From an optimization exercise on the open Yosys and OpenROAD flow, aimed at small area, a short achievable clock period and few clock cycles; shortcuts taken in it are not production practice.
Function was checked by simulation only, so behaviour that the tests miss may differ from the original.
Power and IR drop assume default switching activity.

==> design.v <==
package pe_pkg;
  typedef logic signed [8-1:0]  opnd_t;     
  typedef logic signed [16-1:0]  prod_t;     
  typedef logic signed [32-1:0]   acc_t;      
  typedef logic signed [19-1:0]   pe_out_t;   
  typedef logic        [5-1:0] shift_t;    
  typedef struct packed {
    opnd_t   a;           
    opnd_t   b;           
    pe_out_t d;           
    logic    propagate;   
    shift_t  shift;       
  } pe_req_t;
  typedef struct packed {
    prod_t   prod_s;      
    prod_t   prod_c;      
    pe_out_t d;           
    logic    propagate;
    shift_t  shift;       
  } prod_beat_t;
  typedef struct packed {
    acc_t    drain_s;     
    acc_t    drain_c;     
    shift_t  shift;       
  } drain_beat_t;
endpackage
`timescale 1ns/10ps
module mac_pp
(
  input  logic [7:0]  a,
  input  logic [7:0]  b,
  output logic [35:0] pp
);
  logic pp_0_0;
  assign pp_0_0 = a[0] & b[0];
  logic pp_0_1;
  assign pp_0_1 = a[0] & b[1];
  logic pp_0_2;
  assign pp_0_2 = a[0] & b[2];
  logic pp_0_3;
  assign pp_0_3 = a[0] & b[3];
  logic pp_0_4;
  assign pp_0_4 = a[0] & b[4];
  logic pp_0_5;
  assign pp_0_5 = a[0] & b[5];
  logic pp_0_6;
  assign pp_0_6 = a[0] & b[6];
  logic pp_0_7;
  assign pp_0_7 = ~(a[0] & b[7]);
  logic pp_1_0;
  assign pp_1_0 = a[1] & b[0];
  logic pp_1_1;
  assign pp_1_1 = a[1] & b[1];
  logic pp_1_2;
  assign pp_1_2 = a[1] & b[2];
  logic pp_1_3;
  assign pp_1_3 = a[1] & b[3];
  logic pp_1_4;
  assign pp_1_4 = a[1] & b[4];
  logic pp_1_5;
  assign pp_1_5 = a[1] & b[5];
  logic pp_1_6;
  assign pp_1_6 = a[1] & b[6];
  logic pp_1_7;
  assign pp_1_7 = ~(a[1] & b[7]);
  logic pp_2_0;
  assign pp_2_0 = a[2] & b[0];
  logic pp_2_1;
  assign pp_2_1 = a[2] & b[1];
  logic pp_2_2;
  assign pp_2_2 = a[2] & b[2];
  logic pp_2_3;
  assign pp_2_3 = a[2] & b[3];
  logic pp_2_4;
  assign pp_2_4 = a[2] & b[4];
  logic pp_2_5;
  assign pp_2_5 = a[2] & b[5];
  logic pp_2_6;
  assign pp_2_6 = a[2] & b[6];
  logic pp_2_7;
  assign pp_2_7 = ~(a[2] & b[7]);
  logic pp_3_0;
  assign pp_3_0 = a[3] & b[0];
  logic pp_3_1;
  assign pp_3_1 = a[3] & b[1];
  logic pp_3_2;
  assign pp_3_2 = a[3] & b[2];
  logic pp_3_3;
  assign pp_3_3 = a[3] & b[3];
  logic pp_3_4;
  assign pp_3_4 = a[3] & b[4];
  logic pp_3_5;
  assign pp_3_5 = a[3] & b[5];
  logic pp_3_6;
  assign pp_3_6 = a[3] & b[6];
  logic pp_3_7;
  assign pp_3_7 = ~(a[3] & b[7]);
  logic pp_4_0;
  assign pp_4_0 = a[4] & b[0];
  logic pp_4_1;
  assign pp_4_1 = a[4] & b[1];
  logic pp_4_2;
  assign pp_4_2 = a[4] & b[2];
  logic pp_4_3;
  assign pp_4_3 = a[4] & b[3];
  logic pp_4_4;
  assign pp_4_4 = a[4] & b[4];
  logic pp_4_5;
  assign pp_4_5 = a[4] & b[5];
  logic pp_4_6;
  assign pp_4_6 = a[4] & b[6];
  logic pp_4_7;
  assign pp_4_7 = ~(a[4] & b[7]);
  logic pp_5_0;
  assign pp_5_0 = a[5] & b[0];
  logic pp_5_1;
  assign pp_5_1 = a[5] & b[1];
  logic pp_5_2;
  assign pp_5_2 = a[5] & b[2];
  logic pp_5_3;
  assign pp_5_3 = a[5] & b[3];
  logic pp_5_4;
  assign pp_5_4 = a[5] & b[4];
  logic pp_5_5;
  assign pp_5_5 = a[5] & b[5];
  logic pp_5_6;
  assign pp_5_6 = a[5] & b[6];
  logic pp_5_7;
  assign pp_5_7 = ~(a[5] & b[7]);
  logic pp_6_0;
  assign pp_6_0 = a[6] & b[0];
  logic pp_6_1;
  assign pp_6_1 = a[6] & b[1];
  logic pp_6_2;
  assign pp_6_2 = a[6] & b[2];
  logic pp_6_3;
  assign pp_6_3 = a[6] & b[3];
  logic pp_6_4;
  assign pp_6_4 = a[6] & b[4];
  logic pp_6_5;
  assign pp_6_5 = a[6] & b[5];
  logic pp_6_6;
  assign pp_6_6 = a[6] & b[6];
  logic pp_6_7;
  assign pp_6_7 = ~(a[6] & b[7]);
  logic pp_7_0;
  assign pp_7_0 = ~(a[7] & b[0]);
  logic pp_7_1;
  assign pp_7_1 = ~(a[7] & b[1]);
  logic pp_7_2;
  assign pp_7_2 = ~(a[7] & b[2]);
  logic pp_7_3;
  assign pp_7_3 = ~(a[7] & b[3]);
  logic pp_7_4;
  assign pp_7_4 = ~(a[7] & b[4]);
  logic pp_7_5;
  assign pp_7_5 = ~(a[7] & b[5]);
  logic pp_7_6;
  assign pp_7_6 = ~(a[7] & b[6]);
  logic pp_7_7;
  assign pp_7_7 = a[7] & b[7];
  logic zs0;
  logic zc0;
  assign zs0 = pp_0_6 ^ pp_1_5;
  assign zc0 = pp_0_6 & pp_1_5;
  logic zs1;
  logic zc1;
  assign zs1 = pp_0_7 ^ pp_1_6 ^ pp_2_5;
  assign zc1 = (pp_0_7 & pp_1_6) | (pp_0_7 & pp_2_5) | (pp_1_6 & pp_2_5);
  logic zs2;
  logic zc2;
  assign zs2 = pp_1_7 ^ pp_2_6 ^ pp_3_5;
  assign zc2 = (pp_1_7 & pp_2_6) | (pp_1_7 & pp_3_5) | (pp_2_6 & pp_3_5);
  logic zs3;
  logic zc3;
  assign zs3 = pp_2_7 ^ pp_3_6;
  assign zc3 = pp_2_7 & pp_3_6;
  logic zs4;
  logic zc4;
  assign zs4 = pp_0_4 ^ pp_1_3;
  assign zc4 = pp_0_4 & pp_1_3;
  logic zs5;
  logic zc5;
  assign zs5 = pp_0_5 ^ pp_1_4 ^ pp_2_3;
  assign zc5 = (pp_0_5 & pp_1_4) | (pp_0_5 & pp_2_3) | (pp_1_4 & pp_2_3);
  logic zs6;
  logic zc6;
  assign zs6 = zs0 ^ pp_2_4 ^ pp_3_3;
  assign zc6 = (zs0 & pp_2_4) | (zs0 & pp_3_3) | (pp_2_4 & pp_3_3);
  logic zs7;
  logic zc7;
  assign zs7 = zc0 ^ zs1 ^ pp_3_4;
  assign zc7 = (zc0 & zs1) | (zc0 & pp_3_4) | (zs1 & pp_3_4);
  logic zs8;
  logic zc8;
  assign zs8 = pp_4_3 ^ pp_5_2;
  assign zc8 = pp_4_3 & pp_5_2;
  logic zs9;
  logic zc9;
  assign zs9 = zc1 ^ zs2 ^ pp_4_4;
  assign zc9 = (zc1 & zs2) | (zc1 & pp_4_4) | (zs2 & pp_4_4);
  logic zs10;
  logic zc10;
  assign zs10 = pp_5_3 ^ pp_6_2 ^ pp_7_1;
  assign zc10 = (pp_5_3 & pp_6_2) | (pp_5_3 & pp_7_1) | (pp_6_2 & pp_7_1);
  logic zs11;
  logic zc11;
  assign zs11 = zc2 ^ zs3 ^ pp_4_5;
  assign zc11 = (zc2 & zs3) | (zc2 & pp_4_5) | (zs3 & pp_4_5);
  logic zs12;
  logic zc12;
  assign zs12 = pp_5_4 ^ pp_6_3;
  assign zc12 = pp_5_4 & pp_6_3;
  logic zs13;
  logic zc13;
  assign zs13 = zc3 ^ pp_3_7 ^ pp_4_6;
  assign zc13 = (zc3 & pp_3_7) | (zc3 & pp_4_6) | (pp_3_7 & pp_4_6);
  logic zs14;
  logic zc14;
  assign zs14 = pp_5_5 ^ pp_6_4;
  assign zc14 = pp_5_5 & pp_6_4;
  logic zs15;
  logic zc15;
  assign zs15 = pp_4_7 ^ pp_5_6 ^ pp_6_5;
  assign zc15 = (pp_4_7 & pp_5_6) | (pp_4_7 & pp_6_5) | (pp_5_6 & pp_6_5);
  logic zs16;
  logic zc16;
  assign zs16 = pp_0_3 ^ pp_1_2;
  assign zc16 = pp_0_3 & pp_1_2;
  logic zs17;
  logic zc17;
  assign zs17 = zs4 ^ pp_2_2 ^ pp_3_1;
  assign zc17 = (zs4 & pp_2_2) | (zs4 & pp_3_1) | (pp_2_2 & pp_3_1);
  logic zs18;
  logic zc18;
  assign zs18 = zc4 ^ zs5 ^ pp_3_2;
  assign zc18 = (zc4 & zs5) | (zc4 & pp_3_2) | (zs5 & pp_3_2);
  logic zs19;
  logic zc19;
  assign zs19 = zc5 ^ zs6 ^ pp_4_2;
  assign zc19 = (zc5 & zs6) | (zc5 & pp_4_2) | (zs6 & pp_4_2);
  logic zs20;
  logic zc20;
  assign zs20 = zc6 ^ zs7 ^ zs8;
  assign zc20 = (zc6 & zs7) | (zc6 & zs8) | (zs7 & zs8);
  logic zs21;
  logic zc21;
  assign zs21 = zc7 ^ zc8 ^ zs9;
  assign zc21 = (zc7 & zc8) | (zc7 & zs9) | (zc8 & zs9);
  logic zs22;
  logic zc22;
  assign zs22 = zc9 ^ zc10 ^ zs11;
  assign zc22 = (zc9 & zc10) | (zc9 & zs11) | (zc10 & zs11);
  logic zs23;
  logic zc23;
  assign zs23 = zc11 ^ zc12 ^ zs13;
  assign zc23 = (zc11 & zc12) | (zc11 & zs13) | (zc12 & zs13);
  logic zs24;
  logic zc24;
  assign zs24 = zc13 ^ zc14 ^ zs15;
  assign zc24 = (zc13 & zc14) | (zc13 & zs15) | (zc14 & zs15);
  logic zs25;
  logic zc25;
  assign zs25 = zc15 ^ pp_5_7 ^ pp_6_6;
  assign zc25 = (zc15 & pp_5_7) | (zc15 & pp_6_6) | (pp_5_7 & pp_6_6);
  logic zs26;
  logic zc26;
  assign zs26 = pp_0_2 ^ pp_1_1;
  assign zc26 = pp_0_2 & pp_1_1;
  logic zs27;
  logic zc27;
  assign zs27 = zs16 ^ pp_2_1 ^ pp_3_0;
  assign zc27 = (zs16 & pp_2_1) | (zs16 & pp_3_0) | (pp_2_1 & pp_3_0);
  logic zs28;
  logic zc28;
  assign zs28 = zc16 ^ zs17 ^ pp_4_0;
  assign zc28 = (zc16 & zs17) | (zc16 & pp_4_0) | (zs17 & pp_4_0);
  logic zs29;
  logic zc29;
  assign zs29 = zc17 ^ zs18 ^ pp_4_1;
  assign zc29 = (zc17 & zs18) | (zc17 & pp_4_1) | (zs18 & pp_4_1);
  logic zs30;
  logic zc30;
  assign zs30 = zc18 ^ zs19 ^ pp_5_1;
  assign zc30 = (zc18 & zs19) | (zc18 & pp_5_1) | (zs19 & pp_5_1);
  logic zs31;
  logic zc31;
  assign zs31 = zc19 ^ zs20 ^ pp_6_1;
  assign zc31 = (zc19 & zs20) | (zc19 & pp_6_1) | (zs20 & pp_6_1);
  logic zs32;
  logic zc32;
  assign zs32 = zc20 ^ zs21 ^ zs10;
  assign zc32 = (zc20 & zs21) | (zc20 & zs10) | (zs21 & zs10);
  logic zs33;
  logic zc33;
  assign zs33 = zc21 ^ zs22 ^ zs12;
  assign zc33 = (zc21 & zs22) | (zc21 & zs12) | (zs22 & zs12);
  logic zs34;
  logic zc34;
  assign zs34 = zc22 ^ zs23 ^ zs14;
  assign zc34 = (zc22 & zs23) | (zc22 & zs14) | (zs23 & zs14);
  logic zs35;
  logic zc35;
  assign zs35 = zc23 ^ zs24 ^ pp_7_4;
  assign zc35 = (zc23 & zs24) | (zc23 & pp_7_4) | (zs24 & pp_7_4);
  logic zs36;
  logic zc36;
  assign zs36 = zc24 ^ zs25 ^ pp_7_5;
  assign zc36 = (zc24 & zs25) | (zc24 & pp_7_5) | (zs25 & pp_7_5);
  logic zs37;
  logic zc37;
  assign zs37 = zc25 ^ pp_6_7 ^ pp_7_6;
  assign zc37 = (zc25 & pp_6_7) | (zc25 & pp_7_6) | (pp_6_7 & pp_7_6);
  assign pp[0] = pp_0_0;
  assign pp[1] = pp_0_1;
  assign pp[2] = pp_1_0;
  assign pp[3] = zs26;
  assign pp[4] = pp_2_0;
  assign pp[5] = zc26;
  assign pp[6] = zs27;
  assign pp[7] = zc27;
  assign pp[8] = zs28;
  assign pp[9] = zc28;
  assign pp[10] = zs29;
  assign pp[11] = pp_5_0;
  assign pp[12] = zc29;
  assign pp[13] = zs30;
  assign pp[14] = pp_6_0;
  assign pp[15] = zc30;
  assign pp[16] = zs31;
  assign pp[17] = pp_7_0;
  assign pp[18] = zc31;
  assign pp[19] = zs32;
  assign pp[20] = 1'b1;
  assign pp[21] = zc32;
  assign pp[22] = zs33;
  assign pp[23] = pp_7_2;
  assign pp[24] = zc33;
  assign pp[25] = zs34;
  assign pp[26] = pp_7_3;
  assign pp[27] = zc34;
  assign pp[28] = zs35;
  assign pp[29] = zc35;
  assign pp[30] = zs36;
  assign pp[31] = zc36;
  assign pp[32] = zs37;
  assign pp[33] = zc37;
  assign pp[34] = pp_7_7;
  assign pp[35] = 1'b1;
endmodule
module mac_acc
(
  input  logic [35:0] pp,
  input  logic [15:0] base,
  output logic [15:0] y,
  output logic        inc,
  output logic        dec
);
  logic ys0;
  logic yc0;
  assign ys0 = pp[9] ^ pp[10];
  assign yc0 = pp[9] & pp[10];
  logic ys1;
  logic yc1;
  assign ys1 = pp[12] ^ pp[13] ^ pp[14];
  assign yc1 = (pp[12] & pp[13]) | (pp[12] & pp[14]) | (pp[13] & pp[14]);
  logic ys2;
  logic yc2;
  assign ys2 = pp[15] ^ pp[16] ^ pp[17];
  assign yc2 = (pp[15] & pp[16]) | (pp[15] & pp[17]) | (pp[16] & pp[17]);
  logic ys3;
  logic yc3;
  assign ys3 = pp[18] ^ pp[19] ^ pp[20];
  assign yc3 = (pp[18] & pp[19]) | (pp[18] & pp[20]) | (pp[19] & pp[20]);
  logic ys4;
  logic yc4;
  assign ys4 = pp[21] ^ pp[22] ^ pp[23];
  assign yc4 = (pp[21] & pp[22]) | (pp[21] & pp[23]) | (pp[22] & pp[23]);
  logic ys5;
  logic yc5;
  assign ys5 = pp[24] ^ pp[25] ^ pp[26];
  assign yc5 = (pp[24] & pp[25]) | (pp[24] & pp[26]) | (pp[25] & pp[26]);
  logic ys6;
  logic yc6;
  assign ys6 = pp[27] ^ pp[28];
  assign yc6 = pp[27] & pp[28];
  logic ys7;
  logic yc7;
  assign ys7 = pp[29] ^ pp[30];
  assign yc7 = pp[29] & pp[30];
  logic ys8;
  logic yc8;
  assign ys8 = pp[31] ^ pp[32];
  assign yc8 = pp[31] & pp[32];
  logic ys9;
  logic yc9;
  assign ys9 = pp[33] ^ pp[34];
  assign yc9 = pp[33] & pp[34];
  logic ys10;
  logic yc10;
  assign ys10 = pp[1] ^ pp[2];
  assign yc10 = pp[1] & pp[2];
  logic ys11;
  logic yc11;
  assign ys11 = pp[3] ^ pp[4] ^ base[2];
  assign yc11 = (pp[3] & pp[4]) | (pp[3] & base[2]) | (pp[4] & base[2]);
  logic ys12;
  logic yc12;
  assign ys12 = pp[5] ^ pp[6] ^ base[3];
  assign yc12 = (pp[5] & pp[6]) | (pp[5] & base[3]) | (pp[6] & base[3]);
  logic ys13;
  logic yc13;
  assign ys13 = pp[7] ^ pp[8] ^ base[4];
  assign yc13 = (pp[7] & pp[8]) | (pp[7] & base[4]) | (pp[8] & base[4]);
  logic ys14;
  logic yc14;
  assign ys14 = ys0 ^ pp[11] ^ base[5];
  assign yc14 = (ys0 & pp[11]) | (ys0 & base[5]) | (pp[11] & base[5]);
  logic ys15;
  logic yc15;
  assign ys15 = yc0 ^ ys1 ^ base[6];
  assign yc15 = (yc0 & ys1) | (yc0 & base[6]) | (ys1 & base[6]);
  logic ys16;
  logic yc16;
  assign ys16 = yc1 ^ ys2 ^ base[7];
  assign yc16 = (yc1 & ys2) | (yc1 & base[7]) | (ys2 & base[7]);
  logic ys17;
  logic yc17;
  assign ys17 = yc2 ^ ys3 ^ base[8];
  assign yc17 = (yc2 & ys3) | (yc2 & base[8]) | (ys3 & base[8]);
  logic ys18;
  logic yc18;
  assign ys18 = yc3 ^ ys4 ^ base[9];
  assign yc18 = (yc3 & ys4) | (yc3 & base[9]) | (ys4 & base[9]);
  logic ys19;
  logic yc19;
  assign ys19 = yc4 ^ ys5 ^ base[10];
  assign yc19 = (yc4 & ys5) | (yc4 & base[10]) | (ys5 & base[10]);
  logic ys20;
  logic yc20;
  assign ys20 = yc5 ^ ys6 ^ base[11];
  assign yc20 = (yc5 & ys6) | (yc5 & base[11]) | (ys6 & base[11]);
  logic ys21;
  logic yc21;
  assign ys21 = yc6 ^ ys7 ^ base[12];
  assign yc21 = (yc6 & ys7) | (yc6 & base[12]) | (ys7 & base[12]);
  logic ys22;
  logic yc22;
  assign ys22 = yc7 ^ ys8 ^ base[13];
  assign yc22 = (yc7 & ys8) | (yc7 & base[13]) | (ys8 & base[13]);
  logic ys23;
  logic yc23;
  assign ys23 = yc8 ^ ys9 ^ base[14];
  assign yc23 = (yc8 & ys9) | (yc8 & base[14]) | (ys9 & base[14]);
  logic ys24;
  logic yc24;
  assign ys24 = yc9 ^ pp[35] ^ base[15];
  assign yc24 = (yc9 & pp[35]) | (yc9 & base[15]) | (pp[35] & base[15]);
  logic [15:0] r0, r1;
  logic [16:0] lo;
  assign r0 = {yc23, yc22, yc21, yc20, yc19, yc18, yc17, yc16, yc15, yc14, yc13, yc12, yc11, yc10, ys10, pp[0]};
  assign r1 = {ys24, ys23, ys22, ys21, ys20, ys19, ys18, ys17, ys16, ys15, ys14, ys13, ys12, ys11, base[1], base[0]};
  assign lo = {1'b0, r0} + {1'b0, r1};
  logic [1:0] kc;
  assign kc = {yc24, lo[16]};
  logic k0, k2;
  assign k0 = (kc == '0);
  always_comb begin
    k2 = 1'b0;
    for (int i = 0; i < 2; i++)
      for (int j = i + 1; j < 2; j++)
        k2 = k2 | (kc[i] & kc[j]);
  end
  assign y = lo[15:0];
  assign inc = k2;
  assign dec = k0;
endmodule
`timescale 1ns/10ps
module round_sat_stage
(
  input  logic signed [31:0] x,
  input  logic [4:0]         shift,
  output logic [18:0]        y,        
  output logic               up        
);
  logic [32:0] x0;
  logic [34:0] t16;
  logic [26:0] t8;
  logic [22:0] t4;
  logic [20:0] t2;
  logic [19:0] t1;
  logic        sticky;
  logic [13:0] above;      
  logic        hi_ok;      
  logic        rnd;
  logic [18:0] q;
  always_comb begin
    x0 = {x, 1'b0};
    for (int i = 0; i < 35; i++)
      t16[i] = shift[4] ? ((i + 16 < 33) ? x0[i+16] : x[31]) : ((i < 33) ? x0[i] : x[31]);
    for (int i = 0; i < 27; i++) t8[i] = shift[3] ? t16[i+8] : t16[i];
    for (int i = 0; i < 23; i++) t4[i] = shift[2] ? t8[i+4]  : t8[i];
    for (int i = 0; i < 21; i++) t2[i] = shift[1] ? t4[i+2]  : t4[i];
    for (int i = 0; i < 20; i++) t1[i] = shift[0] ? t2[i+1]  : t2[i];
    q = t1[19:1];
    sticky = (shift[4] && (|x0[15:0])) || (shift[3] && (|t16[7:0])) ||
             (shift[2] && (|t8[3:0]))  || (shift[1] && (|t4[1:0])) ||
             (shift[0] && t2[0]);
    above[13] = 1'b0;
    for (int k = 12; k >= 0; k--) above[k] = above[k+1] | (x[18+k] ^ x[31]);
    hi_ok = (shift >= 5'd14) ? 1'b1 : !above[shift[3:0]];
    rnd = t1[0] && (sticky || t1[1]);
    if (!hi_ok) begin
      y  = x[31] ? 19'h40000 : 19'h3ffff;
      up = 1'b0;
    end else begin
      y  = q;
      up = rnd;
    end
  end
endmodule
`timescale 1ns/10ps
module pe_top
(
  input  logic    CLK,
  input  logic    rst_n,
  input  logic    req_valid,
  output logic    req_ready,
  input  pe_pkg::opnd_t   req_a,
  input  pe_pkg::opnd_t   req_b,
  input  pe_pkg::pe_out_t req_d,
  input  logic    req_propagate,
  input  pe_pkg::shift_t  req_shift,
  output logic    res_valid,
  input  logic    res_ready,
  output pe_pkg::pe_out_t res
);
  localparam int PPW = 36;
  logic        v0;
  logic [PPW-1:0] pp0;      
  logic [PPW-1:0] pp_in;
  logic [18:0] d0;
  logic        f0;           
  logic [4:0]  s0;
  logic        last_prop;
  logic [15:0] acc_lo;
  logic [15:0] acc_hi;       
  logic        acc_inc;      
  logic        acc_dec;      
  logic [15:0] hi_res;       
  logic [31:0] acc;          
  logic [18:0] pre;
  logic [18:0] res_q;        
  logic        up_q;
  logic        slot;         
  logic        adv;          
  logic [31:0] base;
  logic [15:0] sum_lo;
  logic        sum_inc;
  logic        sum_dec;
  logic [18:0] rs_y;
  logic        rs_up;
  assign slot      = !res_valid || res_ready;
  assign adv       = v0 && slot;
  assign req_ready = !v0 || slot;
  always_ff @(posedge CLK or negedge rst_n) begin
    if (!rst_n) begin
      v0        <= 1'b0;
      last_prop <= 1'b0;
    end else if (req_ready) begin
      v0 <= req_valid;
      if (req_valid) last_prop <= req_propagate;
    end
  end
  always_ff @(posedge CLK) begin
    if (req_ready) begin
      pp0 <= pp_in;
      d0 <= req_d;
      f0 <= req_propagate ^ last_prop;
      s0 <= req_shift;
    end
  end
  mac_pp pp_i (
    .a  (req_a),
    .b  (req_b),
    .pp (pp_in)
  );
  always_comb begin
    logic ones, zeros;
    ones  = 1'b1;
    zeros = 1'b1;
    for (int i = 0; i < 16; i++) begin
      hi_res[i] = acc_hi[i] ^ ((acc_inc && ones) || (acc_dec && zeros));
      ones  = ones && acc_hi[i];
      zeros = zeros && !acc_hi[i];
    end
  end
  assign acc  = {hi_res, acc_lo};
  assign base = f0 ? {{13{pre[18]}}, pre} : acc;
  mac_acc mac_i (
    .pp   (pp0),
    .base (base[15:0]),
    .y    (sum_lo),
    .inc  (sum_inc),
    .dec  (sum_dec)
  );
  round_sat_stage round_i (
    .x     (acc),
    .shift (s0),
    .y     (rs_y),
    .up    (rs_up)
  );
  always_ff @(posedge CLK or negedge rst_n) begin
    if (!rst_n) begin
      acc_lo    <= '0;
      acc_hi    <= '0;
      acc_inc   <= 1'b0;
      acc_dec   <= 1'b0;
      pre       <= '0;
      res_valid <= 1'b0;
    end else begin
      if (slot) res_valid <= v0;
      acc_hi  <= (adv && f0) ? base[31:16] : hi_res;
      acc_inc <= adv && sum_inc;
      acc_dec <= adv && sum_dec;
      if (adv) begin
        acc_lo  <= sum_lo;
        pre     <= d0;
      end
    end
  end
  always_ff @(posedge CLK) begin
    if (slot) begin
      res_q <= f0 ? rs_y : pre;
      up_q  <= f0 && rs_up;
    end
  end
  logic [19:0] res_inc;
  assign res_inc = {1'b0, res_q} + 20'(up_q);
  assign res = (up_q && res_q == 19'h3ffff) ? 19'h3ffff : res_inc[18:0];
endmodule
==> run.sh <==
#!/bin/bash
# synth_recipe.tcl (not shown) runs the flow's synth.tcl, then flattens the netlist and writes it again
# the make line also repeats each setting of config.mk as NAME=value (left out here)
make -C /OpenROAD-flow-scripts/flow DESIGN_CONFIG=/design/flow/config.mk WORK_HOME=/design/flow/orfs CLKGATE_MAP_FILE= SYNTH_SCRIPT=/design/flow/synth_recipe.tcl finish
==> config.mk <==
export PLATFORM = sky130hd
export DESIGN_NAME = pe_top
export DESIGN_NICKNAME = pe_top
export VERILOG_FILES = /design/flow/design.v
export SDC_FILE = /design/flow/constraint.sdc
export NUM_CORES = 4
export LEC_CHECK = 0
export CAP_MARGIN = 20
export CORE_MARGIN = 2
export CORE_UTILIZATION = 60
export CTS_BUF_LIST = sky130_fd_sc_hd__clkbuf_4 sky130_fd_sc_hd__clkbuf_8
export SETUP_SLACK_MARGIN = 3.3
export SLEW_MARGIN = 20
==> constraint.sdc <==
create_clock -name core_clock -period 7.0 [get_ports {CLK}]
set_input_delay 1.4000 -clock core_clock [delete_from_list [all_inputs] [get_ports {CLK}]]
set_output_delay 1.4000 -clock core_clock [all_outputs]
set_load 0.01 [all_outputs]
==> results of run 1 <==
[critical path: cells and delay by family (launching register included)]
family	cells	cell delay, ps
AOI/OAI and AO/OA	1	180
buffers and inverters	1	260
and+or+nand+nor	2	510
adders and majority gates	2	570
DFF	1	390
[logic make-up (layout without fill, tap and decap cells)]
logic type      count (synthesis)  in the layout  synth area share, %
compound gates                208            208                 14.6
xor+xnor                       47             47                 3.97
fa+ha+maj                      82             82                 13.4
buf+inv                       127            210                 5.02
flops                         135            135                 36.4
mux                            61             61                 6.66
simple gates                  395            399                 20.0
[through the flow]
stage,area [µm²],util (%),hold WS (ps),worst slack (ps),cells
after global placement,11100,65.0,422,2660,1292
final,12300,71.9,457,3220,1367
after floorplan,10400,-,415,2710,1055
after detailed placement,11100,65.0,430,2600,1292
after CTS,11800,69.3,457,3100,1347
after global routing,12300,71.9,463,3120,1367
[cells in the final DEF (no fill, tap or decap), types with 9 or more instances in the layout]
master and instances:
and2_1 52, fa_1 47, buf_4 36, nor2_1 42, clkdlybuf4s50_1 37, edfxtp_1 79
a31oi_1 12, clkbuf_2 11, xor2_1 21, xnor2_1 23, clkbuf_8 17, mux2i_1 34
nor4_1 11, dfrtp_1 47, nand2_1 148, mux2_2 23, inv_1 62, nor3_1 14
ha_1 34, a21oi_1 27, o21ai_0 53, buf_6 14, nand3_1 19, or3_1 11
dfrtp_2 9
[flip-flops by register name, indices dropped and copies added, names as in the netlist]
| register | cells |
|---|---|
| acc_hi | 16 |
| pre | 19 |
| d0 | 19 |
| acc_inc | 1 |
| last_prop | 1 |
| acc_dec | 1 |
| s0 | 5 |
| v0 | 1 |
| acc_lo | 16 |
| mac_i.pp | 34 |
| up_q | 1 |
| res_valid | 1 |
| res_q | 19 |
| f0 | 1 |
[report_power, final]
group	switching [W]	total, W	internal, W
Combinational	0.00144	0.00265	0.00121
Sequential	0.000293	0.00138	0.00109
Clock	0.000369	0.000672	0.000303
Total	0.00210	0.00470	0.00260
[final cells by class]
class                           count  area [µm²]
Clock buffer                       17         234
Clock inverter                     15         176
Fill cell                        1325        4800
Inverter                           64         240
Multi-Input combinational cell    797        6480
Sequential cell                   135        3780
Tap cell                          225         282
Timing Repair Buffer              114        1060
[path summary, 6_finish.rpt]
path / to / start / depth (start not counted) / slack (ps)
max reg2reg: res_q[8]$_DFFE_PP_ / acc_hi[1]$_DFF_PN0_ / 12 / 3230
min in group asynchronous: acc_hi[9]$_DFF_PN0_ / rst_n / 2 / 1060
min reg2reg: pre[10]$_DFFE_PN0P_ / d0[10]$_DFFE_PN_ / 2 / 460
max in group asynchronous: acc_hi[1]$_DFF_PN0_ / rst_n / 2 / 5400
max: res[18] / up_q$_DFFE_PP_ / 6 / 3220
min: pre[10]$_DFFE_PN0P_ / d0[10]$_DFFE_PN_ / 2 / 460
[per-layer routing]
| metal | vias up | track usage, % | routed length (µm) |
|---|---|---|---|
| met5 | - | 0 | 0 |
| met3 | 82 | 5.76 | 1900 |
| met1 | 4116 | 37.8 | 10900 |
| met2 | 382 | 49.3 | 13300 |
| met4 | 0 | 12.2 | 1080 |
| li1 | 3953 | - | - |
[synth_stat cells, types with 4 or more instances]
cell,instances,area (µm²)
buf_2,11,55.1
nor2_1,46,173
and3_1,9,56.3
nand2b_1,6,37.5
xor2_1,22,193
buf_1,5,18.8
and4_1,4,35.0
a211oi_1,8,60.1
o221ai_2,6,90.1
nor4_1,13,81.3
dfrtp_1,56,1400
mux2i_1,34,340
nand4_1,8,50.1
or2_2,6,37.5
a21o_1,8,60.1
nand2_1,157,589
nor3_1,15,75.1
nand3_1,23,115
buf_6,4,45.0
a211o_1,6,52.6
fa_1,48,961
o2111ai_1,8,70.1
xnor2_1,25,219
o311a_1,4,40.0
mux4_2,4,90.1
o21ai_0,54,270
or3_1,14,87.6
nand3b_1,5,37.5
a21boi_0,5,37.5
ha_1,34,425
mux2_2,23,259
edfxtp_1,79,2370
or4_1,5,37.5
and2_1,56,350
a31oi_1,12,75.1
nor2b_1,8,50.1
clkbuf_1,43,161
o221a_2,9,101
inv_1,62,233
a21oi_1,33,165
a311oi_1,4,35.0
nand4b_1,4,35.0
[repair_timing]
action,4_1_cts,5_1_grt
cloned,4,4
pin swaps,11,27
gates resized for setup,98,93
setup endpoints to repair,57,56
endpoints found under the hold margin,0,0
setup buffers,19,16
==> flow_summary_export.csv, run 1 <==
group,metric,value,unit
final_layout,area_growth,18.3,%
logic_synthesis,ys_warn_count,3,
global_routing,grt_overflow,0,
run_status,status,"finished clean",
clocking,clk_pin_slew,100,ps
timing,rsz0062_at_grt,"true",
clocking,clock_sinks,135,
clocking,insertion_delay,470,ps
timing,min_period_over_period,54.1,%
pwr,leakagePower,5.14,nW
pwr,finalPower,0.00470,W
timing,setup_tns,0,ps
final_layout,layout-drive-gt1-share,20.7,%
global_routing,grt_usage,29.5,%
clocking,clock_path_buffers,2,
placed_design,routabilityCongestion,0.930,
routing,ant_nets,0,
timing,worst_pin_slew,883,ps
final_layout,finalNetCount,1256,
logic_synthesis,synthArstFlopShare,41.5,%
logic_synthesis,synth_cells,1055,
timing,drv_slew,0,
routing,drtIter0Drc,938,
floorplanning,coreArea,0.0171,mm²
routing,vias,8533,
clocking,cts_inserted_buffers,17,
timing,skew,19.3,ps
routing,drtPass1Iterations,6,
logic_synthesis,yosysSeqAreaShare,36.4,%
setup_path,setup.worst_path.end_class,"output port",
timing,slew_headroom,41.0,%
placed_design,dpl.hpwl,19100,µm
timing,setup_viol,0,
setup_path,crit_path_frequent_cell,"ha_1",
floorplanning,io_pins,66,
routing,remaining_drc_errors,0,
floorplanning,row_count,48,
logic_synthesis,yosys.cell_types.count,83,
clocking,cts-htree-levels,4,
logic_synthesis,synth-edff-count,79,
setup_path,worst-setup-path-type,"register to output port",
global_routing,antenna_found_initial,0,
clocking,cts_tree,"built",
routing,wl,27100,µm
timing,fmax,0.264,GHz
logic_synthesis,syn_avg_cell_area,9.82,µm²
floorplanning,die_h,135,µm
setup_path,required,5600,ps
global_routing,grt_pass1_wl,41300,µm
floorplanning,dieWidth,135,µm
setup_path,slowest_delay,390,ps
logic_synthesis,synth_area,0.0104,mm²
logic_synthesis,synthFlopType,"edfxtp_1",
setup_path,path_max_fanout,6,
pwr,p_per_area,383,mW/mm²
logic_synthesis,ys_ff_latch,135,
clocking,cts_root_buffer,"clkbuf_8",
run,maxCapViolations,0,
setup_path,crit_slowest_cell,"edfxtp_1",
setup_path,startpoint_type,"register",
final_layout,diodes,0,
logic_synthesis,syn_nets,1182,
timing,hold_violations,0,
routing,avgViaCountPerCell,6.24,
global_routing,grt_pass1_vias,7955,
setup_path,critPathArrivalTime,2380,ps
placed_design,portBuffers,65,
floorplanning,die-area,0.0183,mm²
timing,fin_crit,3780,ps
setup_path,cp_cell_sequence,"ha_1, ha_1, nand2_2, or3_1, a21boi_1, clkdlybuf4s15_1",
global_routing,grt_max_degree,62,
clocking,cts-hold-fix-buffers,0,
floorplanning,initial_core_util,60.7,%
pwr,vdd_drop_max,0.000204,V
routing,wl_per_cell,19.9,µm
worst_hold_path,hold_path.class,"register to register",
Testbench counts, summed over its fixed seeds: cycles 12,016.
==> run 2: changes to the inputs <==
==> flow/run.sh (new file) <==
#!/bin/bash
# The standard layout with two changes: synthesis maps the adder logic with
# ABC instead of extracting full/half adder cells (ADDER_MAP_FILE empty), and
# the port buffers are inserted as the smallest buffer cell (the repair
# steps resize them where timing needs it).
set -euo pipefail
export BUFFER_PORTS_ARGS="-buffer_cell sky130_fd_sc_hd__buf_1"
bash standard.sh ADDER_MAP_FILE= finish > standard_flow.log 2>&1
==> standard.sh (new file) <==
#!/bin/bash
# synth_recipe.tcl (not shown) runs the flow's synth.tcl, then flattens the netlist and writes it again
# the make line also repeats each setting of config.mk as NAME=value (left out here)
make -C /OpenROAD-flow-scripts/flow DESIGN_CONFIG=/design/flow/config.mk WORK_HOME=/design/flow/orfs CLKGATE_MAP_FILE= SYNTH_SCRIPT=/design/flow/synth_recipe.tcl "${@:-finish}"
removed: run.sh
==> flow_summary_export.csv, run 2 <==
group,metric,value,unit
timing,hold_violations,0,
clocking,insertion_delay,470,ps
final_layout,area_growth,15.8,%
worst_hold_path,whs_path_depth,1,
pwr,combPwrFrac,59.3,%
logic_synthesis,ys_ff_latch,135,
logic_synthesis,yosysSeqAreaShare,35.8,%
global_routing,grt_pass1_vias,8172,
timing,min_period_over_period,62.5,%
routing,avgViaCountPerCell,6.14,
timing,worst_pin_slew,1090,ps
setup_path,required,5600,ps
pwr,seq_power_share,28.5,%
global_routing,grt_usage,29.0,%
logic_synthesis,synth_top_cell_area_share,22.5,%
final_layout,layout_common_cells,"nand2_1, xnor2_1, nor2_1",
global_routing,grt_max_degree,59,
logic_synthesis,synthArstFlopShare,41.5,%
clocking,clock_path_buffers,2,
setup_path,r2r-end,"res_q[6]$_DFFE_PP_",
setup_path,cp_cell_sequence,"and4_4, and3_4, and4_4, and2_4, and3_4, nand3_4, nor2_4, nand3_2, or4_4, buf_16, o21ai_2, buf_2",
clocking,clock_sinks,135,
logic_synthesis,yosys.area.top_type,"edfxtp_1",
logic_synthesis,synth-adder-area-share,2.85,%
pwr,finalPower,0.00479,W
logic_synthesis,synth_xor_xnor_area_share,13.6,%
logic_synthesis,synthFlopType,"edfxtp_1",
worst_hold_path,hold_path.class,"register to register",
routing,ant_nets,0,
setup_path,critPathArrivalTime,2970,ps
final_layout,diodes,0,
floorplanning,initial_core_util,61.2,%
logic_synthesis,synth_mux_area_share,9.41,%
logic_synthesis,yosys.cell_types.count,78,
routing,remaining_drc_errors,0,
clocking,cts-htree-levels,4,
global_routing,grt_overflow,0,
setup_path,ff2ff_path_depth,11,
clocking,cts_tree,"built",
routing,wl_per_cell,18.2,µm
placed_design,dpl.hpwl,18800,µm
logic_synthesis,synth_top_family_by_area,"simple AND/OR/NAND/NOR gates",
logic_synthesis,yosysMostFrequentCell,"nand2_1",
setup_path,worst-setup-path-type,"register to output port",
setup_path,path_max_fanout,8,
routing,wl,26700,µm
floorplanning,io_pins,66,
clocking,cts_inserted_buffers,17,
setup_path,setup.worst_path.end_class,"output port",
setup_path,crit_slowest_cell,"or4_4",
clocking,cts-hold-fix-buffers,0,
final_layout,layout_commonest_cell,"nand2_1",
timing,setup_viol,0,
timing,drv_slew,0,
timing,fin_crit,4370,ps
pwr,p_sw,0.00215,W
setup_path,slowest_delay,490,ps
worst_hold_path,hold_path_end,"pre[5]$_DFFE_PN0P_",
logic_synthesis,ys_warn_count,3,
pwr,vdd_drop_max,0.000227,V
final_layout,layout-drive-gt1-share,20.7,%
worst_hold_path,hold_path_startpoint,"d0[5]$_DFFE_PN_",
timing,rsz0062_at_grt,"true",
pwr,p_int,0.00264,W
clocking,cts_root_buffer,"clkbuf_8",
placed_design,routabilityCongestion,0.935,
global_routing,grt_pass1_wl,42100,µm
pwr,leakagePower,4.63,nW
floorplanning,row_count,48,
setup_path,worst_r2r_startpoint,"acc_hi[0]$_DFF_PN0_",
logic_synthesis,synth_area,0.0106,mm²
timing,slew_headroom,27.5,%
logic_synthesis,synth-simple-area-share,17.8,%
pwr,p_per_area,392,mW/mm²
final_layout,stdcell_area,0.0122,mm²
pwr,p_sw_share,44.9,%
logic_synthesis,netlist_top_cells_area,"edfxtp_1, dfrtp_1, xnor2_1",
final_layout,finalNetCount,1272,
placed_design,placed_area,0.0110,mm²
floorplanning,die_h,137,µm
setup_path,startpoint_type,"register",
floorplanning,coreArea,0.0172,mm²
logic_synthesis,syn_avg_cell_area,9.07,µm²
routing,drtIter0Drc,721,
run_status,status,"finished clean",
pwr,power_frac_clock,12.2,%
timing,skew,12.1,ps
logic_synthesis,synth_common_cells,"nand2_1, xnor2_1, nor2_1",
timing,fmax,0.229,GHz
logic_synthesis,syn_nets,1208,
run,maxCapViolations,0,
timing,setup_tns,0,ps
final_layout,largest_reg_flops,34,
floorplanning,dieWidth,137,µm
timing,holdWs,480,ps
logic_synthesis,synth_cells,1163,
logic_synthesis,synth-edff-count,79,
clocking,clk_pin_slew,80,ps
placed_design,portBuffers,65,
final_layout,final_util,70.9,%
setup_path,r2r_slack,3330,ps
floorplanning,die-area,0.0187,mm²
routing,drtPass1Iterations,6,
logic_synthesis,synth_compound_area_share,16.4,%
global_routing,antenna_found_initial,1,
routing,vias,8996,
## run 2: cell types whose count changed in the layout (fill, tap and decap cells not counted), moves of 17 or more
cell and change:
and2_1 -26, inv_1 -26, xor2_1 +25, maj3_1 +30
a21oi_1 +17, clkdlybuf4s50_1 -37, fa_1 -47, o21ai_0 +22
buf_1 +45, nor2_1 +48, ha_1 -34, xnor2_1 +74
## run 2: cell families (layout without fill, tap and decap cells)
logic type	after synthesis	in the layout
adder cells (fa/ha/maj)	30	30
buffers and inverters	108	183
XOR/XNOR	156	156
flip-flops	135	135
AO/OA/AOI/OAI	261	261
multiplexers	80	80
AND/OR/NAND/NOR	393	395
## run 2: layout make-up
class,count,area (µm²)
clock buffers,19,249
clock inverters,13,97.6
inverters,39,146
multi-input cells,922,6890
flip-flops and latches,135,3780
repair buffers,112,777
fillers,1313,5010
well taps,225,282
## run 2: layer usage
| layer | vias up | track usage, % | wire (µm) |
|---|---|---|---|
| li1 | 4322 | - | - |
| met1 | 4273 | 36.4 | 10900 |
| met2 | 322 | 48.4 | 13100 |
| met3 | 77 | 5.96 | 1640 |
| met4 | 2 | 12.9 | 1080 |
| met5 | - | 0 | 12 |
## run 2: how the worst max path moves through the flow
stage | startpoint | to | slack [ps] | depth (start not counted)
after floorplan | res_ready | req_ready | 2710 | 1
final | res_q[1]$_DFFE_PP_ | res[2] | 2630 | 12
after CTS | up_q$_DFFE_PP_ | res[4] | 2570 | 12
after global placement | res_ready | acc_hi[2]$_DFF_PN0_ | 2760 | 6
after global routing | up_q$_DFFE_PP_ | res[8] | 2530 | 12
after detailed placement | res_ready | acc_hi[10]$_DFF_PN0_ | 2740 | 6
## run 2: per-stage QoR
stage / worst slack (ps) / std cells
final: 2630 / 1465
after global placement: 2760 / 1396
after CTS: 2570 / 1445
after detailed placement: 2740 / 1396
after global routing: 2530 / 1465
after floorplan: 2710 / 1163
## run 2: timing repair
item | 4_1_cts | 5_1_grt
setup endpoints to repair | 60 | 47
cloned | 2 | 2
pin swaps | 7 | 29
setup buffers | 15 | 18
resized for setup | 62 | 60
## run 2: power by group through the flow
stage,logic [W],clock network [W],registers (W)
floorplan,0.00209,0,0.00125
global placement,0.00247,0,0.00136
detailed placement,0.00251,0,0.00137
CTS,0.00263,0.000590,0.00135
global route,0.00312,0.000626,0.00140
finish,0.00284,0.000583,0.00137
## run 2: worst max-delay path, delay by kind of cell (launching register included)
family,cells,cell delay (ps)
compound gates,1,50
buf+inv,2,330
flops,1,360
simple gates,9,1760
==> run 3: changes to the inputs <==
--- a/design.v
+++ b/design.v
@@ -515,7 +515,7 @@
       up = 1'b0;
     end else begin
       y  = q;
-      up = rnd;
+      up = rnd && (q != 19'h3ffff);
     end
   end
 endmodule
@@ -620,12 +620,12 @@
       res_valid <= 1'b0;
     end else begin
       if (slot) res_valid <= v0;
-      acc_hi  <= (adv && f0) ? base[31:16] : hi_res;
-      acc_inc <= adv && sum_inc;
-      acc_dec <= adv && sum_dec;
       if (adv) begin
         acc_lo  <= sum_lo;
-        pre     <= d0;
+        acc_hi  <= base[31:16];
+        acc_inc <= sum_inc;
+        acc_dec <= sum_dec;
+        pre <= d0;
       end
     end
   end
@@ -635,7 +635,5 @@
       up_q  <= f0 && rs_up;
     end
   end
-  logic [19:0] res_inc;
-  assign res_inc = {1'b0, res_q} + 20'(up_q);
-  assign res = (up_q && res_q == 19'h3ffff) ? 19'h3ffff : res_inc[18:0];
+  assign res = res_q + 19'(up_q);
 endmodule
==> flow_summary_export.csv, run 3 <==
group,metric,value,unit
logic_synthesis,syn_nets,1320,
routing,vias,9629,
timing,hold_violations,0,
setup_path,required,5600,ps
global_routing,grt_pass1_wl,44800,µm
global_routing,grt_max_degree,63,
pwr,finalPower,0.00486,W
final_layout,diodes,0,
placed_design,dpl.hpwl,19700,µm
logic_synthesis,synth-edff-count,79,
timing,skew,18.5,ps
floorplanning,initial_core_util,61.1,%
clocking,cts-htree-levels,4,
logic_synthesis,yosys.cell_types.count,94,
final_layout,area_growth,14.7,%
placed_design,routabilityCongestion,0.927,
clocking,cts_root_buffer,"clkbuf_8",
worst_hold_path,hold_path.class,"register to register",
floorplanning,coreArea,0.0179,mm²
logic_synthesis,synthFlopType,"edfxtp_1",
clocking,cts_tree,"built",
pwr,p_per_area,387,mW/mm²
clocking,insertion_delay,480,ps
run_status,status,"finished clean",
setup_path,ff2ff_path_depth,16,
placed_design,portBuffers,65,
routing,wl,28600,µm
floorplanning,io_pins,66,
logic_synthesis,yosys.area.top_type,"edfxtp_1",
logic_synthesis,synth_top_cell_area_share,21.7,%
floorplanning,die-area,0.0193,mm²
logic_synthesis,synth_common_cells,"nand2_1, xnor2_1, nor2_1",
global_routing,antenna_found_initial,0,
final_layout,finalNetCount,1387,
floorplanning,dieWidth,139,µm
setup_path,r2r-end,"res_q[3]$_DFFE_PP_",
timing,slew_headroom,47.6,%
global_routing,grt_overflow,0,
clocking,clock_sinks,135,
worst_hold_path,hold_path_startpoint,"d0[18]$_DFFE_PN_",
setup_path,r2r_slack,3390,ps
routing,wl_per_cell,18.1,µm
timing,rsz0062_at_grt,"true",
setup_path,worst-setup-path-type,"register to output port",
logic_synthesis,ys_warn_count,3,
final_layout,layout_common_cells,"nand2_1, xnor2_1, nor2_1",
pwr,leakagePower,4.89,nW
clocking,cts-hold-fix-buffers,0,
run,maxCapViolations,0,
timing,min_period_over_period,56.2,%
clocking,clock_path_buffers,2,
timing,fin_ws,3060,ps
timing,worst_pin_slew,784,ps
floorplanning,die_h,139,µm
final_layout,layout-drive-gt1-share,17.0,%
final_layout,final_util,70.1,%
global_routing,grt_usage,28.7,%
timing,fin_crit,3940,ps
floorplanning,row_count,49,
final_layout,layout_commonest_cell,"nand2_1",
worst_hold_path,whs_path_depth,2,
clocking,clk_pin_slew,90,ps
setup_path,setup.worst_path.end_class,"output port",
setup_path,worst_r2r_startpoint,"acc_hi[2]$_DFFE_PN0P_",
routing,ant_nets,0,
routing,drtPass1Iterations,6,
setup_path,startpoint_type,"register",
logic_synthesis,ys_ff_latch,135,
timing,fmax,0.254,GHz
logic_synthesis,yosysSeqAreaShare,34.5,%
global_routing,grt_pass1_vias,8870,
pwr,vdd_drop_max,0.000212,V
logic_synthesis,syn_avg_cell_area,8.58,µm²
worst_hold_path,hold_path_end,"pre[18]$_DFFE_PN0P_",
logic_synthesis,synth_area,0.0109,mm²
timing,setup_viol,0,
timing,setup_tns,0,ps
routing,remaining_drc_errors,0,
setup_path,critPathArrivalTime,2540,ps
timing,drv_slew,0,
logic_synthesis,yosysMostFrequentCell,"nand2_1",
routing,avgViaCountPerCell,6.08,
logic_synthesis,synthArstFlopShare,41.5,%
final_layout,nFillCells,1422,
placed_design,dp_slack,2590,ps
logic_synthesis,netlist_top_cells_area,"edfxtp_1, dfrtp_1, xnor2_1",
final_layout,largest_reg_flops,34,
routing,drtIter0Drc,811,
clocking,cts_inserted_buffers,17,
setup_path,path_max_fanout,3,
logic_synthesis,synth_cells,1275,
-- run 3: cell count changes in the layout (fill, tap and decap cells not counted), sizes merged, moves of 5 or more --
cell    change
a21oi      +31
mux4        -6
a22oi       +5
inv         +8
nor3       +12
nor2b      +12
or2         -5
clkinv      -7
nand2      +53
mux2       -26
buf        +20
xnor2      +10
o21ai      +11
-- run 3: layout make-up --
class	count	area [µm²]	share of cell area, %
tap	229	287	2.28
clock inverter	15	183	1.46
inverter	39	146	1.17
sequential	135	3790	30.2
clock buffer	17	234	1.86
timing repair buffer	132	863	6.88
multi-input combinational	1017	7050	56.2
-- run 3: how the worst max path moves through the flow --
| stage | end | cells after the start | start | slack [ps] |
|---|---|---|---|---|
| after global routing | res[12] | 14 | up_q$_DFFE_PP_ | 2940 |
| after detailed placement | res_q[17]$_DFFE_PP_ | 11 | acc_hi[1]$_DFFE_PN0P_ | 2590 |
| final | res[18] | 13 | res_q[0]$_DFFE_PP_ | 3060 |
| after global placement | res_q[17]$_DFFE_PP_ | 11 | acc_hi[1]$_DFFE_PN0P_ | 2700 |
| after CTS | res[18] | 13 | up_q$_DFFE_PP_ | 3010 |
| after floorplan | req_ready | 1 | res_ready | 2710 |
-- run 3: what timing repair did --
action | CTS | global route
setup endpoints to repair | 33 | 41
buffers inserted | 27 | 29
gates resized for setup | 59 | 74
gates cloned | 2 | 1
pin swaps | 16 | 33
-- run 3: stage by stage --
step | hold slack [ps] | cell area, µm² | std cells
after floorplan | 415 | 10900 | 1275
after global placement | 419 | 11100 | 1493
after detailed placement | 433 | 11100 | 1493
after CTS | 457 | 12000 | 1554
after global routing | 475 | 12500 | 1584
final | 452 | 12500 | 1584
-- run 3: worst max-delay path: stages, from the launching register on --
cell and delay (ps):
edfxtp_1 370, and4_4 240, and3_4 210, nand3_4 100, nor2_4 140, nand3_4 90
nor2_4 120, nand3_2 110, nor2_4 150, nand3_4 100, nor2_4 110, nand2_2 70
xnor2_2 120, buf_2 150
-- run 3: cell families after synthesis --
family | after synthesis | share of synthesized area (%)
buffers and inverters | 125 | 5.64
muxes | 51 | 5.50
and+or+nand+nor | 457 | 19.7
DFF | 135 | 34.5
xor gates and xnor gates | 163 | 13.4
adders and majority gates | 31 | 2.84
AOI/OAI and AO/OA | 313 | 18.4
-- run 3: power breakdown --
| group | total [W] | switching, W | internal [W] | leakage (nW) |
|---|---|---|---|---|
| Clock | 0.000694 | 0.000362 | 0.000332 | 0.207 |
| Sequential | 0.00141 | 0.000318 | 0.00109 | 1.48 |
| Combinational | 0.00276 | 0.00153 | 0.00123 | 3.20 |
-- run 3: routing by layer --
| layer | routed length (µm) | vias to the layer above | global-route usage [%] |
|---|---|---|---|
| met3 | 1720 | 83 | 4.56 |
| met1 | 11700 | 4517 | 36.7 |
| met2 | 13800 | 360 | 48.4 |
| met4 | 1320 | 0 | 12.9 |
| met5 | 0 | - | 0 |
| li1 | - | 4669 | - |
Testbench counts of run 3, summed over its fixed seeds: cycles 12,016.
==> run 4: changes to the inputs <==
--- a/design.v
+++ b/design.v
@@ -480,8 +480,7 @@
 (
   input  logic signed [31:0] x,
   input  logic [4:0]         shift,
-  output logic [18:0]        y,        
-  output logic               up        
+  output logic [18:0]        y
 );
   logic [32:0] x0;
   logic [34:0] t16;
@@ -510,13 +509,12 @@
     for (int k = 12; k >= 0; k--) above[k] = above[k+1] | (x[18+k] ^ x[31]);
     hi_ok = (shift >= 5'd14) ? 1'b1 : !above[shift[3:0]];
     rnd = t1[0] && (sticky || t1[1]);
-    if (!hi_ok) begin
-      y  = x[31] ? 19'h40000 : 19'h3ffff;
-      up = 1'b0;
-    end else begin
-      y  = q;
-      up = rnd && (q != 19'h3ffff);
-    end
+    if (!hi_ok)
+      y = x[31] ? 19'h40000 : 19'h3ffff;
+    else if (rnd && q != 19'h3ffff)
+      y = q + 19'd1;
+    else
+      y = q;
   end
 endmodule
 `timescale 1ns/10ps
@@ -550,8 +548,6 @@
   logic [15:0] hi_res;       
   logic [31:0] acc;          
   logic [18:0] pre;
-  logic [18:0] res_q;        
-  logic        up_q;
   logic        slot;         
   logic        adv;          
   logic [31:0] base;
@@ -559,7 +555,6 @@
   logic        sum_inc;
   logic        sum_dec;
   logic [18:0] rs_y;
-  logic        rs_up;
   assign slot      = !res_valid || res_ready;
   assign adv       = v0 && slot;
   assign req_ready = !v0 || slot;
@@ -607,8 +602,7 @@
   round_sat_stage round_i (
     .x     (acc),
     .shift (s0),
-    .y     (rs_y),
-    .up    (rs_up)
+    .y     (rs_y)
   );
   always_ff @(posedge CLK or negedge rst_n) begin
     if (!rst_n) begin
@@ -631,9 +625,7 @@
   end
   always_ff @(posedge CLK) begin
     if (slot) begin
-      res_q <= f0 ? rs_y : pre;
-      up_q  <= f0 && rs_up;
+      res <= f0 ? rs_y : pre;
     end
   end
-  assign res = res_q + 19'(up_q);
 endmodule
==> flow/run.sh (replaced) <==
#!/bin/bash
# The standard layout, with the port buffers inserted as the smallest
# buffer cell (the repair steps resize them where timing needs it).
set -euo pipefail
export BUFFER_PORTS_ARGS="-buffer_cell sky130_fd_sc_hd__buf_1"
bash standard.sh finish > standard_flow.log 2>&1
--- a/config.mk
+++ b/config.mk
@@ -5,6 +5,7 @@
 export SDC_FILE = /design/flow/constraint.sdc
 export NUM_CORES = 4
 export LEC_CHECK = 0
+export ABC_AREA = 1
 export CAP_MARGIN = 20
 export CORE_MARGIN = 2
 export CORE_UTILIZATION = 60
==> flow_summary_export.csv, run 4 <==
group,metric,value,unit
final_layout,finalNetCount,1594,
logic_synthesis,yosys.cell_types.count,50,
logic_synthesis,syn_nets,1529,
setup_path,worst-setup-path-type,"input pin to register",
run,maxCapViolations,0,
timing,drv_slew,0,
clocking,clk_pin_slew,90,ps
global_routing,grt_pass1_wl,42400,µm
clocking,cts-htree-levels,4,
logic_synthesis,yosysSeqAreaShare,35.3,%
floorplanning,io_pins,66,
logic_synthesis,ys_warn_count,3,
clocking,clock_path_buffers,2,
floorplanning,row_count,48,
setup_path,critPathArrivalTime,3810,ps
clocking,cts_inserted_buffers,17,
logic_synthesis,synth_common_cells,"nand2_1, inv_1, nand3_1",
pwr,p_per_area,378,mW/mm²
setup_path,startpoint_type,"input pin",
final_layout,layout-drive-gt1-share,15.2,%
timing,min_period_over_period,51.6,%
routing,drtIter0Drc,831,
logic_synthesis,synth_cells,1403,
final_layout,diodes,0,
logic_synthesis,netlist_top_cells_area,"edfxtp_1, nand2_1, dfrtp_1",
floorplanning,die_h,137,µm
floorplanning,coreArea,0.0173,mm²
placed_design,portBuffers,65,
final_layout,final_util,69.5,%
floorplanning,initial_core_util,61.3,%
routing,wl,27800,µm
logic_synthesis,syn_avg_cell_area,7.56,µm²
logic_synthesis,yosysMostFrequentCell,"nand2_1",
clocking,clock_sinks,134,
global_routing,grt_max_degree,66,
clocking,insertion_delay,460,ps
global_routing,grt_overflow,0,
timing,setup_viol,0,
setup_path,setup.worst_path.end_class,"register",
routing,drtPass1Iterations,8,
timing,fmax,0.277,GHz
logic_synthesis,synth-edff-count,78,
logic_synthesis,synth_area,0.0106,mm²
run_status,status,"finished clean",
clocking,cts_root_buffer,"clkbuf_8",
floorplanning,die-area,0.0188,mm²
pwr,vdd_drop_max,0.000212,V
clocking,cts-hold-fix-buffers,0,
global_routing,antenna_found_initial,0,
routing,vias,9613,
global_routing,grt_pass1_vias,8663,
routing,wl_per_cell,16.3,µm
routing,ant_nets,0,
routing,remaining_drc_errors,0,
setup_path,required,7190,ps
logic_synthesis,synthArstFlopShare,41.8,%
timing,slew_headroom,33.6,%
setup_path,r2r_slack,3490,ps
placed_design,dpl.hpwl,20300,µm
timing,hold_violations,0,
logic_synthesis,ys_ff_latch,134,
final_layout,layout_common_cells,"nand2_1, inv_1, nand3_1",
timing,setup_tns,0,ps
clocking,cts_tree,"built",
floorplanning,dieWidth,137,µm
global_routing,grt_usage,29.3,%
pwr,leakagePower,5.95,nW
final_layout,area_growth,13.3,%
routing,avgViaCountPerCell,5.63,
timing,rsz0062_at_grt,"true",
logic_synthesis,synthFlopType,"edfxtp_1",
final_layout,largest_reg_flops,34,
final_layout,layout_commonest_cell,"nand2_1",
logic_synthesis,synth_top_cell_area_share,22.1,%
placed_design,routabilityCongestion,0.951,
timing,worst_pin_slew,995,ps
timing,skew,22.9,ps
timing,fin_crit,3620,ps
logic_synthesis,yosys.area.top_type,"edfxtp_1",
setup_path,path_max_fanout,8,
worst_hold_path,hold_path.class,"register to register",
==> run 4: changes by cell type in the layout (fill, tap and decap cells not counted), moves of 28 or more <==
cell     change
ha_1        +31
fa_1        +45
mux2i_1     -29
nand2_1    +262
a21oi_1     -37
xor2_1      -28
nand3_1    +103
nand3_2     +42
maj3_1      -31
nor2_1      -32
inv_1      +127
xnor2_1     -92
==> run 4: layout make-up <==
cell class	count	area, µm²
timing repair inverter	2	12.5
sequential	134	3750
fill	1536	5280
multi-input combinational	1028	6260
tap	225	282
clock inverter	15	156
timing repair buffer	109	644
inverter	176	676
clock buffer	17	234
==> run 4: critical path: stages <==
cell	delay, ps
buf_1	270
nand2_1	150
fa_2	600
fa_1	430
fa_2	550
fa_1	410
==> run 4: kinds of logic after synthesis <==
kind of cell,share of synthesized area (%)
AOI/OAI and AO/OA,8.52
and+or+nand+nor,31.7
xor gates and xnor gates,1.98
DFF,35.3
muxes,0.283
adders and majority gates,13.0
buffers and inverters,9.26
==> run 4: power by group <==
part	internal [W]	switching, W	total (W)
clock	0.000298	0.000356	0.000653
sequential	0.00109	0.000178	0.00127
combinational	0.000990	0.00162	0.00261
total	0.00238	0.00216	0.00454
==> run 4: routing by layer <==
| metal | vias up | wire length [µm] | track usage (%) |
|---|---|---|---|
| met1 | 4538 | 11900 | 38.9 |
| met5 | - | 0 | 0 |
| met4 | 0 | 752 | 8.88 |
| met3 | 65 | 1500 | 3.89 |
| met2 | 352 | 13600 | 50.1 |
| li1 | 4658 | - | - |
==> run 4: path summary, 6_finish.rpt <==
path | start | endpoint | cells after the start
max reg2reg | acc_hi[1]$_DFFE_PN0P_ | res[1]$_DFFE_PP_ | 21
min reg2reg | d0[8]$_DFFE_PN_ | pre[8]$_DFFE_PN0P_ | 2
min in group asynchronous | rst_n | acc_hi[11]$_DFFE_PN0P_ | 2
min | d0[8]$_DFFE_PN_ | pre[8]$_DFFE_PN0P_ | 2
max in group asynchronous | rst_n | acc_hi[1]$_DFFE_PN0P_ | 2
max | req_b[7] | mac_i.pp[19]$_DFFE_PN_ | 6
==> run 4: repair_timing <==
action | CTS | global route
resized for setup | 17 | 84
pin swaps | 3 | 22
cloned | 2 | 5
setup endpoints to repair | 25 | 29
buffers inserted | 6 | 26
==> run 4: stage by stage <==
| step | total power (W) | instance area (µm²) | setup slack, ps | hold slack, ps | cells |
|---|---|---|---|---|---|
| finish | 0.00454 | 12000 | 3380 | 450 | 1706 |
| global route | 0.00493 | 12000 | 3260 | 476 | 1706 |
| CTS | 0.00430 | 11400 | 3320 | 451 | 1675 |
| detailed placement | 0.00361 | 10900 | 2790 | 431 | 1635 |
| global placement | 0.00356 | 10900 | 2830 | 423 | 1635 |
| floorplan | 0.00308 | 10700 | 3200 | 418 | 1403 |
Testbench counts of run 4, summed over its fixed seeds: cycles 12,016.
==> run 5: changes to the inputs <==
--- a/design.v
+++ b/design.v
@@ -480,7 +480,8 @@
 (
   input  logic signed [31:0] x,
   input  logic [4:0]         shift,
-  output logic [18:0]        y
+  output logic [18:0]        y,        
+  output logic               up        
 );
   logic [32:0] x0;
   logic [34:0] t16;
@@ -509,12 +510,13 @@
     for (int k = 12; k >= 0; k--) above[k] = above[k+1] | (x[18+k] ^ x[31]);
     hi_ok = (shift >= 5'd14) ? 1'b1 : !above[shift[3:0]];
     rnd = t1[0] && (sticky || t1[1]);
-    if (!hi_ok)
-      y = x[31] ? 19'h40000 : 19'h3ffff;
-    else if (rnd && q != 19'h3ffff)
-      y = q + 19'd1;
-    else
-      y = q;
+    if (!hi_ok) begin
+      y  = x[31] ? 19'h40000 : 19'h3ffff;
+      up = 1'b0;
+    end else begin
+      y  = q;
+      up = rnd && (q != 19'h3ffff);
+    end
   end
 endmodule
 `timescale 1ns/10ps
@@ -548,6 +550,11 @@
   logic [15:0] hi_res;       
   logic [31:0] acc;          
   logic [18:0] pre;
+  logic [18:0] res_q;        
+  logic        up_q;         
+  logic [18:0] res_y;        
+  logic        res_up;
+  logic [6:0]  res_lo;       
   logic        slot;         
   logic        adv;          
   logic [31:0] base;
@@ -555,6 +562,7 @@
   logic        sum_inc;
   logic        sum_dec;
   logic [18:0] rs_y;
+  logic        rs_up;
   assign slot      = !res_valid || res_ready;
   assign adv       = v0 && slot;
   assign req_ready = !v0 || slot;
@@ -602,7 +610,8 @@
   round_sat_stage round_i (
     .x     (acc),
     .shift (s0),
-    .y     (rs_y)
+    .y     (rs_y),
+    .up    (rs_up)
   );
   always_ff @(posedge CLK or negedge rst_n) begin
     if (!rst_n) begin
@@ -614,18 +623,23 @@
       res_valid <= 1'b0;
     end else begin
       if (slot) res_valid <= v0;
+      acc_hi  <= (adv && f0) ? base[31:16] : hi_res;
+      acc_inc <= adv && sum_inc;
+      acc_dec <= adv && sum_dec;
       if (adv) begin
         acc_lo  <= sum_lo;
-        acc_hi  <= base[31:16];
-        acc_inc <= sum_inc;
-        acc_dec <= sum_dec;
-        pre <= d0;
+        pre     <= d0;
       end
     end
   end
   always_ff @(posedge CLK) begin
     if (slot) begin
-      res <= f0 ? rs_y : pre;
+      res_q <= {res_y[18:6], res_lo[5:0]};
+      up_q  <= res_lo[6];
     end
   end
+  assign res_y  = f0 ? rs_y : pre;
+  assign res_up = f0 && rs_up;
+  assign res_lo = {1'b0, res_y[5:0]} + 7'(res_up);
+  assign res    = {res_q[18:6] + 13'(up_q), res_q[5:0]};
 endmodule
==> flow_summary_export.csv, run 5 <==
group,metric,value,unit
global_routing,grt_pass1_wl,39100,µm
placed_design,dp_slack,2080,ps
floorplanning,io_pins,66,
setup_path,path_max_fanout,8,
floorplanning,initial_core_util,61.3,%
timing,setup_tns,0,ps
final_layout,largest_reg_flops,34,
logic_synthesis,synth_common_cells,"nand2_1, inv_1, o21ai_0",
pwr,finalPower,0.00454,W
timing,fin_ws,3290,ps
pwr,vdd_drop_max,0.000232,V
timing,skew,12.0,ps
logic_synthesis,synth-edff-count,79,
placed_design,dpl.hpwl,17900,µm
floorplanning,row_count,47,
clocking,cts_inserted_buffers,17,
floorplanning,die-area,0.0179,mm²
final_layout,layout_commonest_cell,"nand2_1",
floorplanning,dieWidth,134,µm
clocking,clock_path_buffers,2,
logic_synthesis,synth_top_cell_area_share,23.4,%
logic_synthesis,synthArstFlopShare,41.5,%
global_routing,grt_overflow,0,
global_routing,grt_usage,28.0,%
floorplanning,die_h,134,µm
logic_synthesis,ys_warn_count,3,
timing,slew_headroom,40.8,%
timing,fmax,0.270,GHz
timing,fin_crit,3710,ps
setup_path,worst_r2r_startpoint,"acc_hi[0]$_DFF_PN0_",
routing,wl,24700,µm
logic_synthesis,yosys.area.top_type,"edfxtp_1",
timing,rsz0062_at_grt,"true",
final_layout,finalNetCount,1493,
setup_path,r2r_slack,3290,ps
clocking,insertion_delay,460,ps
routing,avgViaCountPerCell,5.47,
setup_path,startpoint_type,"register",
final_layout,layout_common_cells,"nand2_1, inv_1, o21ai_0",
timing,hold_violations,0,
clocking,cts_tree,"built",
final_layout,area_growth,15.1,%
logic_synthesis,yosysSeqAreaShare,37.3,%
run_status,status,"finished clean",
routing,remaining_drc_errors,0,
placed_design,routabilityCongestion,0.921,
pwr,p_per_area,390,mW/mm²
logic_synthesis,synth_cells,1286,
clocking,clk_pin_slew,90,ps
final_layout,final_util,70.5,%
setup_path,startpoint,"acc_hi[0]$_DFF_PN0_",
pwr,leakagePower,5.70,nW
placed_design,portBuffers,65,
logic_synthesis,syn_avg_cell_area,7.87,µm²
setup_path,worst-setup-path-type,"register to register",
routing,ant_nets,0,
timing,drv_slew,0,
routing,drtIter0Drc,673,
setup_path,critPathArrivalTime,3920,ps
worst_hold_path,whs_path_depth,2,
clocking,clock_sinks,135,
clocking,cts-htree-levels,4,
global_routing,grt_max_degree,64,
logic_synthesis,syn_nets,1415,
run,maxCapViolations,0,
routing,vias,8735,
logic_synthesis,netlist_top_cells_area,"edfxtp_1, nand2_1, dfrtp_1",
global_routing,grt_util_met1,36.2,%
worst_hold_path,hold_path_end,"pre[2]$_DFFE_PN0P_",
setup_path,r2r-end,"res_q[2]$_DFFE_PP_",
global_routing,grt_pass1_vias,7999,
global_routing,use_met3,3.97,%
global_routing,globalRouteMet2Util,48.4,%
logic_synthesis,synthFlopType,"edfxtp_1",
clocking,cts_root_buffer,"clkbuf_8",
setup_path,required,7210,ps
worst_hold_path,hold_path_startpoint,"d0[2]$_DFFE_PN_",
clocking,cts-hold-fix-buffers,0,
setup_path,ff2ff_path_depth,26,
routing,wl_per_cell,15.5,µm
final_layout,layout-drive-gt1-share,17.3,%
setup_path,setup.worst_path.end_class,"register",
logic_synthesis,yosys.cell_types.count,51,
timing,holdWs,446,ps
worst_hold_path,hold_path.class,"register to register",
logic_synthesis,synth_area,0.0101,mm²
final_layout,diodes,0,
global_routing,antenna_found_initial,0,
floorplanning,coreArea,0.0165,mm²
timing,min_period_over_period,53.0,%
routing,drtPass1Iterations,5,
timing,setup_viol,0,
logic_synthesis,yosysMostFrequentCell,"nand2_1",
logic_synthesis,ys_ff_latch,135,
timing,worst_pin_slew,886,ps
global_routing,grt-busiest-layer,"met2",
[run 5: power by group]
| part | switching (W) | internal, W | leakage (nW) |
|---|---|---|---|
| Sequential | 0.000182 | 0.00110 | 1.51 |
| Clock | 0.000360 | 0.000266 | 0.193 |
| Combinational | 0.00161 | 0.00102 | 4.00 |
| Total | 0.00215 | 0.00239 | 5.70 |
[run 5: how the worst max path moves through the flow]
stage                                         to  slack [ps]  depth (start not counted)
after floorplan           mac_i.pp[16]$_DFFE_PN_        3200                          9
after global placement    acc_lo[14]$_DFFE_PN0P_        2240                         17
after detailed placement  acc_lo[14]$_DFFE_PN0P_        2080                         17
after CTS                 acc_lo[14]$_DFFE_PN0P_        3230                         20
after global routing          res_q[2]$_DFFE_PP_        3100                         26
final                         res_q[2]$_DFFE_PP_        3290                         26
[run 5: final cells by class]
cell class | count | area (µm²)
repair inverters | 3 | 15.0
repair buffers | 120 | 714
flip-flops and latches | 135 | 3780
clock inverters | 15 | 153
well taps | 220 | 275
clock buffers | 17 | 234
fillers | 1376 | 4870
multi-input cells | 913 | 5800
inverters | 174 | 684
[run 5: metrics by stage]
step,std cells,instance area (µm²)
4_1_cts,1561,11000
3_5_place_dp,1513,10400
5_1_grt,1597,11700
2_1_floorplan,1286,10200
6_report,1597,11700
3_3_place_gp,1513,10400
[run 5: what timing repair did]
item	in CTS	in global routing
endpoints found under the hold margin	0	0
gates cloned	2	2
buffers inserted	14	33
setup endpoints to repair	21	27
resized for setup	24	102
pin swaps	5	53
[run 5: cell families (layout without fill, tap and decap cells)]
kind of cell    after synthesis  after routing  share of synthesized area [%]
compound gates              180            180                           9.75
xor+xnor                     29             29                           2.51
fa+ha+maj                    84             84                           13.9
buf+inv                     239            329                           9.39
flops                       135            135                           37.3
mux                           1              1                         0.0989
simple gates                618            619                           27.0
[run 5: routing by layer]
| layer | vias to the layer above | share of wire (%) |
|---|---|---|
| li1 | 4285 | - |
| met1 | 4127 | 42 |
| met2 | 275 | 50 |
| met3 | 48 | 5.0 |
| met4 | 0 | 2.8 |
| met5 | - | 0 |
[run 5: critical path, stage by stage (launching register included)]
cell and delay [ps]:
dfrtp_1 440, buf_6 130, nand2_4 40, nor2_4 140, nand3b_4 140, nor2_8 160, nand4_4 110, nand2_2 100
nand2_4 90, nand2_8 120, clkinv_8 80, nand2_8 110, o21ai_4 60, or2_4 270, nand3_2 100, nand3_2 80
nand2_2 90, nand2_1 70, nand2_2 100, nand2_2 50, nor2_2 110, nand3_1 80, nor2_1 140, nor2_1 70
ha_2 210, ha_4 180, xor2_1 150
Testbench counts of run 5, summed over its fixed seeds: cycles 12,016.

Setup slack of run 5, layout unchanged: 3.290 ns with ideal ports, 3.290 ns with driving cells assumed (clock clkbuf_16, inputs buf_2), 2.955 ns with port delays also shifted by the 0.494 ns mid clock arrival.
